From an optimization exercise on the open Yosys and OpenROAD flow, aimed at small area; shortcuts taken in it are not production practice.
RTL that was checked went through simulation tests only; none was proved equivalent to the original.

==> run Y: inputs <==
// ambient_light_backlight_controller
module ambient_light_backlight_controller #(
   parameter int WINDOW_SIZE = 5,
   parameter int LUX_BITS    = 16
) (
   input  logic       clock,
   input  logic       reset,
   input  logic        req_valid,
   output logic        req_ready,
   input  logic        req_kind,
   input  logic [15:0] req_lux_sample,
   input  logic        req_auto_mode,
   input  logic        req_slider_valid,
   input  logic [7:0]  req_slider_level,
   output logic        rsp_valid,
   input  logic        rsp_ready,
   output logic [9:0]  rsp_backlight_level,
   output logic        rsp_level_written,
   output logic [9:0]  rsp_target_level,
   output logic [15:0] rsp_filtered_lux,
   input  logic       csr_wr_en,
   input  logic [2:0] csr_index,
   input  logic [9:0] csr_wr_data
);
clock: 10.0 ns
lec_check: 0
abc_area: 1
cap_margin: 20
core_margin: 2
core_utilization: 40
slew_margin: 20
standard.sh (not shown) runs the stock make flow with config.mk's settings and CLKGATE_MAP_FILE= SYNTH_SCRIPT=/design/flow/synth_recipe.tcl, a recipe that flattens the netlist after the stock synthesis.
==> flow/flow/run.sh <==
#!/bin/bash
export BUFFER_PORTS_ARGS="-buffer_cell sky130_fd_sc_hd__buf_1"
export CTS_ARGS="-sink_clustering_enable -repair_clock_nets -dont_use_dummy_load -buf_list sky130_fd_sc_hd__clkbuf_4 -sink_clustering_size 10 -sink_clustering_max_diameter 60"
bash standard.sh > standard.log 2>&1
==> run K: changes against run Y <==
--- a/flow/design.v
+++ b/flow/design.v
@@ -59,24 +59,26 @@
    input  logic       csr_wr_en,
    input  logic [2:0] csr_index,
    input  logic [9:0] csr_wr_data
 );
    typedef enum logic [4:0] {
-      S_IDLE, S_SAMP, S_MEDC, S_FLOAD, S_CMP, S_EMA, S_DIVS, S_SMAP,
-      S_DIV, S_OFFC, S_TGT, S_TGT2, S_GUPD, S_DIST, S_PREROT, S_RAMP, S_MSMAP,
-      S_ACC
+      S_IDLE = 5'd0, S_SAMP = 5'd1, S_ACC = 5'd2, S_MEDC = 5'd3,
+      S_FLOAD = 5'd4, S_CMP = 5'd5, S_EMA = 5'd6, S_PREROT = 5'd7,
+      S_DIV = 5'd8, S_DIVS = 5'd9,
+      S_SMAP = 5'd12, S_OFFC = 5'd13, S_TGT = 5'd14, S_TGT2 = 5'd15,
+      S_GUPD = 5'd16, S_DIST = 5'd17, S_RAMP = 5'd18, S_MSMAP = 5'd19
    } st_t;
    logic [7:0]  alpha_up_ff, alpha_down_ff;
    logic [9:0]  midpoint_ff;
    logic [5:0]  band_ff;
    logic [2:0]  shift_ff;
    logic [9:0]  min_ff, max_ff;
    st_t         state_ff;
    logic [3:0]  ph_ff;         
    logic [5:0]  cnt_ff;        
    logic [3:0]  pass_ff;       
-   logic [2:0]  count_ff;      
+   logic [4:0]  fill_ff;       
    logic        lm_ff, lmv_ff;
    logic        lsv_ff;
    logic [7:0]  lsl_ff;
    logic [7:0]  man_ff;
    logic        cv_ff;
@@ -125,19 +127,17 @@
    assign min_b  = (bi[5:4] == 2'b00) && min_x[bi[3:0]];
    assign max_b  = (bi[5:4] == 2'b00) && max_x[bi[3:0]];
    assign mid_b  = (bi[5:4] == 2'b00) && mid_x[bi[3:0]];
    assign band_b = (bi[5:4] == 2'b00) && band_x[bi[3:0]];
    assign maxd_b = bsel[mi];
-   logic [2:0] ceff;
    logic [4:0] vld;
    logic [2:0] klo, khi, rank;
    logic [4:0] taps, blw_nx, tie;
    logic cand, lo_b, hi_b, med_b, m_b;
-   assign ceff = mc ? 3'd0 : count_ff;
-   assign vld  = {ceff > 3'd4, ceff > 3'd3, ceff > 3'd2, ceff > 3'd1, ceff > 3'd0};
-   assign klo  = (ceff - 3'd1) >> 1;
-   assign khi  = ceff >> 1;
+   assign vld  = mc ? 5'd0 : fill_ff;
+   assign klo  = vld[4] ? 3'd2 : vld[2] ? 3'd1 : 3'd0;
+   assign khi  = vld[3] ? 3'd2 : vld[1] ? 3'd1 : 3'd0;
    assign taps = {w4[0], w3[0], w2[0], w1[0], w0[0]};
    assign cand = taps[pass_ff[2:0]];
    assign tie  = {pass_ff[2:0] > 3'd4, pass_ff[2:0] > 3'd3, pass_ff[2:0] > 3'd2,
                   pass_ff[2:0] > 3'd1, pass_ff[2:0] > 3'd0};
    always_comb begin
@@ -145,20 +145,20 @@
          blw_nx[j] = (taps[j] != cand) ? cand : ((ph_ff == 4'd0) ? tie[j] : blw_ff[j]);
       end
    end
    assign rank = 3'(blw_nx[0] & vld[0]) + 3'(blw_nx[1] & vld[1]) + 3'(blw_nx[2] & vld[2]) +
                  3'(blw_nx[3] & vld[3]) + 3'(blw_nx[4] & vld[4]);
-   assign lo_b = (ceff != 3'd0) && taps[lo_idx_ff];
-   assign hi_b = (ceff != 3'd0) && taps[hi_idx_ff];
+   assign lo_b = vld[0] && taps[lo_idx_ff];
+   assign hi_b = vld[0] && taps[hi_idx_ff];
    assign med_b  = (ph_ff == 4'd0) ? mcar_ff : (lo_b ^ hi_b ^ mcar_ff);
    assign m_b    = (cnt_ff < 6'd8) ? (cnt_ff == 6'd7) : med_b;
    logic [7:0] mul_p;
    logic [7:0] acc_e;
    logic       mul_s;
    logic [8:0] mul_sum;
    assign mul_p   = up_ff ? alpha_up_ff : alpha_down_ff;
-   assign acc_e   = (cnt_ff == 6'd0) ? 8'd0 : acc_ff;
+   assign acc_e   = acc_ff;
    assign mul_sum = {1'b0, acc_e} + (mul_s ? {1'b0, mul_p} : 9'd0);
    logic first;        
    logic active;       
    logic last;         
    logic f_sh, q_sh, off_sh, goal_sh, cur_sh;
@@ -202,10 +202,15 @@
       last = 1'b0;
       unique case (state_ff)
          S_MEDC: begin
             if (max_b != min_b) nneg = min_b;
             else if (first)     nneg = 1'b0;
+            {nk7, nk6, nk5, nk4, nk3} = blw_nx;
+            if ((ph_ff == 4'd15) && vld[pass_ff[2:0]]) begin
+               if (rank == klo) {ngtm, nltm, nlt} = pass_ff[2:0];
+               if (rank == khi) {neqc, ngtc, nnz} = pass_ff[2:0];
+            end
             last = (ph_ff == 4'd15) && (pass_ff == 4'd4);
          end
          S_FLOAD: begin
             if (active) begin
                f_sh   = 1'b1;
@@ -390,11 +395,11 @@
          end
          default: begin
          end
       endcase
    end
-   assign req_ready = ((state_ff == S_SAMP) && (ph_ff == 4'd15)) || (state_ff == S_ACC);
+   assign req_ready = !reset && (((state_ff == S_SAMP) && (ph_ff == 4'd15)) || (state_ff == S_ACC));
    always_ff @(posedge clock) begin
       if (reset) begin
          alpha_up_ff   <= als_pkg::ALPHA_UP_RST;
          alpha_down_ff <= als_pkg::ALPHA_DOWN_RST;
          midpoint_ff   <= als_pkg::MIDPOINT_RST;
@@ -424,17 +429,13 @@
       w2 <= {ins ? w1[0] : w2[0], w2[15:1]};
       w3 <= {ins ? w2[0] : w3[0], w3[15:1]};
       w4 <= {ins ? w3[0] : w4[0], w4[15:1]};
       mcar_ff <= (lo_b & hi_b) | ((lo_b ^ hi_b) & (ph_ff != 4'd0) & mcar_ff);
    end
-   always_ff @(posedge clock) begin
-      blw_ff <= blw_nx;
-      if ((state_ff == S_MEDC) && (ph_ff == 4'd15) && vld[pass_ff[2:0]]) begin
-         if (rank == klo) lo_idx_ff <= pass_ff[2:0];
-         if (rank == khi) hi_idx_ff <= pass_ff[2:0];
-      end
-   end
+   assign blw_ff    = {k7, k6, k5, k4, k3};
+   assign lo_idx_ff = {gtm_ff, ltm_ff, lt_ff};
+   assign hi_idx_ff = {eqc_ff, gtc_ff, nz_ff};
    always_ff @(posedge clock) begin
       if (f_sh)    f_ff    <= {f23_in, f_ff[23:17], f15_in, f_ff[15:1]};
       r_ff <= {r_in, r_ff[17:1]};
       if (q_sh)    q_ff    <= {q_in, q_ff[9:1]};
       if (off_sh)  off_ff  <= {off_in, off_ff[10:1]};
@@ -456,11 +457,11 @@
       if (reset) begin
          state_ff <= S_IDLE;
          ph_ff    <= 4'd0;
          cnt_ff   <= 6'd0;
          pass_ff  <= 4'd0;
-         count_ff <= 3'd0;
+         fill_ff  <= 5'd0;
          lmv_ff   <= 1'b0;
          lsv_ff   <= 1'b0;
          man_ff   <= als_pkg::SLIDER_RST;
          cv_ff    <= 1'b0;
          rspv_ff  <= 1'b0;
@@ -479,11 +480,11 @@
                end
             end
             S_SAMP: begin
                if (ph_ff == 4'd15) begin
                   state_ff <= S_IDLE;
-                  if (count_ff != 3'd5) count_ff <= count_ff + 3'd1;
+                  fill_ff <= {fill_ff[3:0], 1'b1};
                end
             end
             S_MEDC: begin
                if (ph_ff == 4'd15) pass_ff <= pass_ff + 4'd1;
                if (last) begin
@@ -557,11 +558,11 @@
                state_ff <= S_IDLE;
                rspv_ff  <= 1'b1;
                cv_ff    <= 1'b1;
                lm_ff    <= req_auto_mode;
                lmv_ff   <= 1'b1;
-               if (mc) count_ff <= 3'd0;
+               if (mc) fill_ff <= 5'd0;
                lsv_ff   <= req_auto_mode && (req_slider_valid || (lsv_ff && !mc));
                if (req_auto_mode && req_slider_valid) lsl_ff <= req_slider_level;
                if (!req_auto_mode && req_slider_valid) man_ff <= req_slider_level;
             end
             default: begin
==> flow/flow/run.sh (replaced) <==
#!/bin/bash
# The standard layout (standard.sh with synth_recipe.tcl, both unchanged),
# with three changes:
#  - ABC maps the logic for area with flow/abc_area.script (used by ORFS when
#    ABC_AREA=1) in place of ORFS's own; the registers come from dfflibmap,
#    which runs before ABC, so they are the standard synthesis's;
#  - the port buffers use the smallest buffer cell;
#  - clock tree synthesis uses clkbuf_4 leaf clusters of up to 12 sinks
#    within 45 um, without dummy loads.
# ORFS writes each step's log under orfs/logs; make's output goes to standard.log.
set -e
here=$(pwd)
rm -rf "$here/orfs_scripts"
cp -r "$FLOW_HOME/scripts" "$here/orfs_scripts"
cp "$here/flow/abc_area.script" "$here/orfs_scripts/abc_area.script"
export SCRIPTS_DIR="$here/orfs_scripts"
export BUFFER_PORTS_ARGS="-buffer_cell sky130_fd_sc_hd__buf_1"
export CTS_ARGS="-sink_clustering_enable -repair_clock_nets -dont_use_dummy_load -buf_list sky130_fd_sc_hd__clkbuf_4 -sink_clustering_size 12 -sink_clustering_max_diameter 45"
bash standard.sh > standard.log 2>&1
==> flow/flow/abc_area.script (new file) <==
strash
balance -l
resub -K 6 -l
rewrite -l
resub -K 6 -N 2 -l
refactor -l
resub -K 8 -l
balance -l
resub -K 8 -N 2 -l
rewrite -l
resub -K 10 -l
rewrite -z -l
resub -K 10 -N 2 -l
balance -l
resub -K 12 -l
refactor -z -l
resub -K 12 -N 2 -l
rewrite -z -l
balance -l
dch -f
amap -m -F 4 -A 4
topo
stime -c
--- a/flow/config.mk
+++ b/flow/config.mk
@@ -6,7 +6,7 @@
 export NUM_CORES = 4
 export LEC_CHECK = 0
 export ABC_AREA = 1
 export CAP_MARGIN = 20
 export CORE_MARGIN = 2
-export CORE_UTILIZATION = 40
+export CORE_UTILIZATION = 62
 export SLEW_MARGIN = 20
==> run E: changes against run Y <==
--- a/flow/design.v
+++ b/flow/design.v
@@ -154,11 +154,11 @@
    logic [7:0] mul_p;
    logic [7:0] acc_e;
    logic       mul_s;
    logic [8:0] mul_sum;
    assign mul_p   = up_ff ? alpha_up_ff : alpha_down_ff;
-   assign acc_e   = (cnt_ff == 6'd0) ? 8'd0 : acc_ff;
+   assign acc_e   = acc_ff;
    assign mul_sum = {1'b0, acc_e} + (mul_s ? {1'b0, mul_p} : 9'd0);
    logic first;        
    logic active;       
    logic last;         
    logic f_sh, q_sh, off_sh, goal_sh, cur_sh;
==> flow/flow/run.sh (replaced) <==
#!/bin/bash
# The standard layout (standard.sh with synth_recipe.tcl, both unchanged),
# with three changes:
#  - ABC maps the logic for area with flow/abc_area.script (used by ORFS when
#    ABC_AREA=1) in place of ORFS's own; the registers come from dfflibmap,
#    which runs before ABC, so they are the standard synthesis's;
#  - the port buffers use the smallest buffer cell;
#  - clock tree synthesis uses clkbuf_4 leaf clusters of up to 8 sinks
#    within 50 um, without dummy loads.
# ORFS writes each step's log under orfs/logs; make's output goes to standard.log.
set -e
here=$(pwd)
rm -rf "$here/orfs_scripts"
cp -r "$FLOW_HOME/scripts" "$here/orfs_scripts"
cp "$here/flow/abc_area.script" "$here/orfs_scripts/abc_area.script"
export SCRIPTS_DIR="$here/orfs_scripts"
export BUFFER_PORTS_ARGS="-buffer_cell sky130_fd_sc_hd__buf_1"
export CTS_ARGS="-sink_clustering_enable -repair_clock_nets -dont_use_dummy_load -buf_list sky130_fd_sc_hd__clkbuf_4 -sink_clustering_size 8 -sink_clustering_max_diameter 50"
bash standard.sh > standard.log 2>&1
==> flow/flow/abc_area.script (new file) <==
strash
balance -l
resub -K 6 -l
rewrite -l
resub -K 6 -N 2 -l
refactor -l
resub -K 8 -l
balance -l
resub -K 8 -N 2 -l
rewrite -l
resub -K 10 -l
rewrite -z -l
resub -K 10 -N 2 -l
balance -l
resub -K 12 -l
refactor -z -l
resub -K 12 -N 2 -l
rewrite -z -l
balance -l
dch -f
amap -m -F 4 -A 4
topo
stime -c
==> summary of the runs <==
- Worst setup slack: run E < run K < run Y.
- First-iteration DRC count: run K > run E > run Y.
- Of run K and run Y, run Y has the higher sequential cell count (gap 9).
- Final area, lowest first: run K, run E, run Y.
- Of run E and run Y, run Y has the higher synthesized cell count (gap about 20%, measured against run Y).
- Sequential share of layout area: run Y < run K < run E.
==> figures <==
Run status: run K timing/DRC/antenna clean; run Y timing/DRC/antenna clean; run E timing/DRC/antenna clean
Number of flops mapped to enable cells by yosys: run K 91; run Y 97; run E 97
Post-Synthesis Cell Area: run K 11800 um^2; run Y 12800 um^2; run E 12000 um^2
Slew margin rel.: run K 0.347; run Y 0.347; run E 0.339
Gate count after technology mapping: run K 1164; run Y 1454; run E 1160
Final design area excluding fillers: run K 12700 um^2; run Y 13800 um^2; run E 13100 um^2
Biggest cell delay along the critical path: run K 0.71 ns; run Y 0.45 ns; run E 0.51 ns
Number of cells on the critical path: run K 30; run Y 31; run E 31
Count of placed standard cells in the final layout, fillers left out: run K 1524; run Y 1941; run E 1678
Minimum clock period after layout: run K 7.43 ns; run Y 6.89 ns; run E 7.64 ns
Total number of clock tree sinks: run K 289; run Y 298; run E 298
# Taps: run K 234; run Y 402; run E 390
First-pass DRT Iterations: run K 8; run Y 7; run E 6
Area taken by flip-flops and latches: run K 6700 um^2; run Y 6940 um^2; run E 6940 um^2
For run Y, only the layout was checked, not whether the RTL still works.

afterwards: timing with drivers on the ports:
In the flow no input, the clock included, has a driving cell. The finished layouts below were timed again as built, in two steps. Step 1, drivers: a clkbuf_16 drives clock and a buf_2 each remaining input, both assumed. Step 2 times the ports against the registers' clock, not the clock port: input delays grow and output delays shrink by t, the midpoint of the rising clock arrivals with the driver on. Three values: ideal ports, drivers, drivers and shift; two values: the first two.
run | t, ns | setup slack, ns | latest minus earliest clock arrival (ns) | worst data-port slew with drivers (ns) | cell pins on the clock port's net
run Y | 0.694 | 3.112 / 3.116 / 2.422 | 0.062 / 0.062 | 0.05 | 1
run K | 0.657 | 2.572 / 2.590 / 1.933 | 0.080 / 0.080 | 0.04 | 1
run E | 0.663 | 2.360 / 2.369 / 1.705 | 0.093 / 0.093 | 0.04 | 1
After both steps every run listed still meets setup and hold. For run Y, which loses most, drivers alone change the setup slack by +0.004 ns; drivers and shift together by -0.690 ns.
